Source: an optimization exercise on an open RTL-to-GDS flow (aim: small area). Production flows keep margins and buffers that such runs may drop. In this exercise RTL edits were held to simulation tests only and were not proved equivalent to the original. Power figures rest on the tool's default switching activity, not on a simulated workload.

// rv_core
module rv_core (
  input  logic             clk,
  input  logic             rst,
  input  rv_pkg::insn_t    insn,
  output rv_pkg::addr_t    pc,
  output logic             halt,
  output logic             wb_en,
  output rv_pkg::reg_idx_t wb_rd,
  output rv_pkg::word_t    wb_data
);
clock: 12.0 ns
lec_check: 0
cap_margin: 5
cell_pad_in_sites_detail_placement: 1
cell_pad_in_sites_global_placement: 1
core_margin: 2
core_utilization: 40
place_density: 0.45
setup_slack_margin: 0.05
slew_margin: 5
synth_hierarchical: 1
standard.sh (not shown) runs the stock make flow with config.mk's settings and CLKGATE_MAP_FILE= SYNTH_SCRIPT=/design/flow/synth_recipe.tcl, a recipe that flattens the netlist after the stock synthesis.
==> flow/flow/run.sh <==
#!/bin/bash
# The standard layout with: a clock tree of fewer sink clusters and no dummy
# loads; plain buffers on the ports; global routing that keeps met1 lighter.
set -euo pipefail
export CTS_ARGS="-sink_clustering_enable -repair_clock_nets -dont_use_dummy_load -sink_clustering_size 20 -sink_clustering_max_diameter 50 -buf_list {sky130_fd_sc_hd__clkbuf_8}"
export BUFFER_PORTS_ARGS="-buffer_cell sky130_fd_sc_hd__buf_2"
export FASTROUTE_TCL="$PWD/flow/fastroute.tcl"
bash standard.sh > standard.log 2>&1
==> flow/flow/fastroute.tcl <==
# Global routing with less of the lowest two layers handed out, so that
# more of the wiring goes to met3 and met4 and met1 stays free for pin access.
set_global_routing_layer_adjustment $::env(MIN_ROUTING_LAYER)-$::env(MAX_ROUTING_LAYER) 0.2
set_global_routing_layer_adjustment met1 0.5
set_global_routing_layer_adjustment met2 0.35

set_routing_layers -clock $::env(MIN_CLK_ROUTING_LAYER)-$::env(MAX_ROUTING_LAYER)
set_routing_layers -signal $::env(MIN_ROUTING_LAYER)-$::env(MAX_ROUTING_LAYER)
The baseline went through all stages and came out clean.
Next try:
==> flow/flow/run.sh (replaced) <==
#!/bin/bash
# The standard layout, with a clock tree of fewer, larger sink clusters and
# no dummy loads, and plain buffers on the ports.
set -euo pipefail
export CTS_ARGS="-sink_clustering_enable -repair_clock_nets -dont_use_dummy_load -sink_clustering_size 25 -sink_clustering_max_diameter 60 -buf_list {sky130_fd_sc_hd__clkbuf_8 sky130_fd_sc_hd__clkbuf_16}"
export BUFFER_PORTS_ARGS="-buffer_cell sky130_fd_sc_hd__buf_2"
bash standard.sh > standard.log 2>&1
CAP_MARGIN = 20   (was 5)
CELL_PAD_IN_SITES_DETAIL_PLACEMENT = default   (was 1)
CELL_PAD_IN_SITES_GLOBAL_PLACEMENT = default   (was 1)
PLACE_DENSITY = 0.4   (was 0.45)
SETUP_SLACK_MARGIN = 0.2   (was 0.05)
SLEW_MARGIN = 20   (was 5)
removed: flow/flow/fastroute.tcl
Effect: Routed wire length went down by 2.9%; power went up by 9.1%; synthesized cell count stays the same; die area does not change; sequential power is about the same; clock-buffer cell count went down by 14; design area went up by 2.0%; clock power went up by 35%; first-iteration DRC count went up by 62%; cell count hardly moves.
Next try:
==> flow/flow/run.sh (replaced) <==
#!/bin/bash
# The standard layout with: a clock tree of fewer sink clusters and no dummy
# loads; plain buffers on the ports; global routing that keeps met1 lighter.
set -euo pipefail
export CTS_ARGS="-sink_clustering_enable -repair_clock_nets -dont_use_dummy_load -sink_clustering_size 20 -sink_clustering_max_diameter 60 -buf_list {sky130_fd_sc_hd__clkbuf_8}"
export BUFFER_PORTS_ARGS="-buffer_cell sky130_fd_sc_hd__buf_2"
export FASTROUTE_TCL="$PWD/flow/fastroute.tcl"
bash standard.sh > standard.log 2>&1
==> flow/flow/fastroute.tcl (new file) <==
# Global routing with less of the lowest two layers handed out, so that
# more of the wiring goes to met3 and met4 and met1 stays free for pin access.
set_global_routing_layer_adjustment $::env(MIN_ROUTING_LAYER)-$::env(MAX_ROUTING_LAYER) 0.2
set_global_routing_layer_adjustment met1 0.5
set_global_routing_layer_adjustment met2 0.35

set_routing_layers -clock $::env(MIN_CLK_ROUTING_LAYER)-$::env(MAX_ROUTING_LAYER)
set_routing_layers -signal $::env(MIN_ROUTING_LAYER)-$::env(MAX_ROUTING_LAYER)
CELL_PAD_IN_SITES_DETAIL_PLACEMENT = 1   (was default)
CELL_PAD_IN_SITES_GLOBAL_PLACEMENT = 1   (was default)
PLACE_DENSITY = 0.45   (was 0.4)
Outcome: The changed run finished with timing, DRC and antenna clean; global-route usage rises by 8.9 points; hold slack gains 35 ps; register-to-register slack gets better by 310 ps; setup slack is better by 70 ps; wire length came out higher by 2.9%; via count went down by 1.8%; clock power went down by 30%; utilization is lower by 0.82 points; non-clock buffer count stays the same; final area goes down by 1.8%.

rv_core again, from the RTL that the note above started with.
==> flow/config.mk <==
export PLATFORM = sky130hd
export DESIGN_NAME = rv_core
export DESIGN_NICKNAME = rv_core
export VERILOG_FILES = /design/flow/design.v
export SDC_FILE = /design/flow/constraint.sdc
export NUM_CORES = 4
export LEC_CHECK = 0
export CAP_MARGIN = 5
export CELL_PAD_IN_SITES_DETAIL_PLACEMENT = 1
export CELL_PAD_IN_SITES_GLOBAL_PLACEMENT = 1
export CORE_MARGIN = 2
export CORE_UTILIZATION = 40
export PLACE_DENSITY = 0.55
export SETUP_SLACK_MARGIN = 0.05
export SLEW_MARGIN = 5
export SYNTH_HIERARCHICAL = 1
==> flow/constraint.sdc <==
create_clock -name core_clock -period 12.0 [get_ports {clk}]
set_input_delay 2.4000 -clock core_clock [delete_from_list [all_inputs] [get_ports {clk}]]
set_output_delay 2.4000 -clock core_clock [all_outputs]
set_load 0.01 [all_outputs]
==> flow/flow/run.sh <==
#!/bin/bash
# The standard layout with: a clock tree of fewer sink clusters and no dummy
# loads; plain buffers on the ports; global routing that keeps met1 lighter.
set -euo pipefail
export CTS_ARGS="-sink_clustering_enable -repair_clock_nets -dont_use_dummy_load -sink_clustering_size 20 -sink_clustering_max_diameter 60 -buf_list {sky130_fd_sc_hd__clkbuf_8}"
export BUFFER_PORTS_ARGS="-buffer_cell sky130_fd_sc_hd__buf_2"
export FASTROUTE_TCL="$PWD/flow/fastroute.tcl"
bash standard.sh > standard.log 2>&1
==> flow/flow/fastroute.tcl <==
# Global routing with less of the lowest two layers handed out, so that
# more of the wiring goes to met3 and met4 and met1 stays free for pin access.
set_global_routing_layer_adjustment $::env(MIN_ROUTING_LAYER)-$::env(MAX_ROUTING_LAYER) 0.2
set_global_routing_layer_adjustment met1 0.5
set_global_routing_layer_adjustment met2 0.35

set_routing_layers -clock $::env(MIN_CLK_ROUTING_LAYER)-$::env(MAX_ROUTING_LAYER)
set_routing_layers -signal $::env(MIN_ROUTING_LAYER)-$::env(MAX_ROUTING_LAYER)
Edit:
--- a/flow/config.mk
+++ b/flow/config.mk
@@ -12,3 +12,3 @@
 export CORE_UTILIZATION = 40
-export PLACE_DENSITY = 0.55
+export PLACE_DENSITY = 0.45
 export SETUP_SLACK_MARGIN = 0.05
Outcome: The changed run produced a clean layout. Maximum frequency falls slightly. Core utilization falls by 0.23 points. Via count falls slightly. Synthesized area stays the same. Wire length falls by a few percent. First-iteration DRC count falls by a few percent. Sequential power stays flat. Power falls slightly. Design area falls slightly. Cell count falls slightly.

## port drivers added, routing unchanged
No port has a modelled driver above. Below, the same layouts with a new extraction and two added sets of constraints. Step 1 sets driving cells, clkbuf_16 on the clock port and buf_2 on the other inputs (assumed; they add their load-dependent delay and slew). Step 2, shift: input delay + t, output delay - t, t = (earliest + latest rising clock arrival at the registers) / 2. This alone moves slack from input paths to output paths. Three values: ideal ports, drivers, drivers and shift; two values: the first two.
| run | t (ns) | setup WS [ns] | latest minus earliest clock arrival (ns) |
|---|---|---|---|
| the first run of note 1 | 0.840 | 0.371 / 0.336 / 0.233 | 0.183 / 0.182 |
| the second run of note 1 | 0.746 | 0.319 / 0.292 / 0.060 | 0.104 / 0.105 |
| the third run of note 1 | 0.837 | 0.389 / 0.367 / 0.360 | 0.104 / 0.104 |
| the first run of note 2 | 0.811 | 0.453 / 0.420 / -0.283 | 0.158 / 0.157 |
| the second run of note 2 | 0.842 | 0.374 / 0.339 / 0.339 | 0.143 / 0.144 |
Met with ideal ports but missed after step 2: setup timing in the first run of note 2. For the first run of note 2, which loses most, drivers alone change the setup slack by -0.033 ns; drivers and shift together by -0.736 ns.
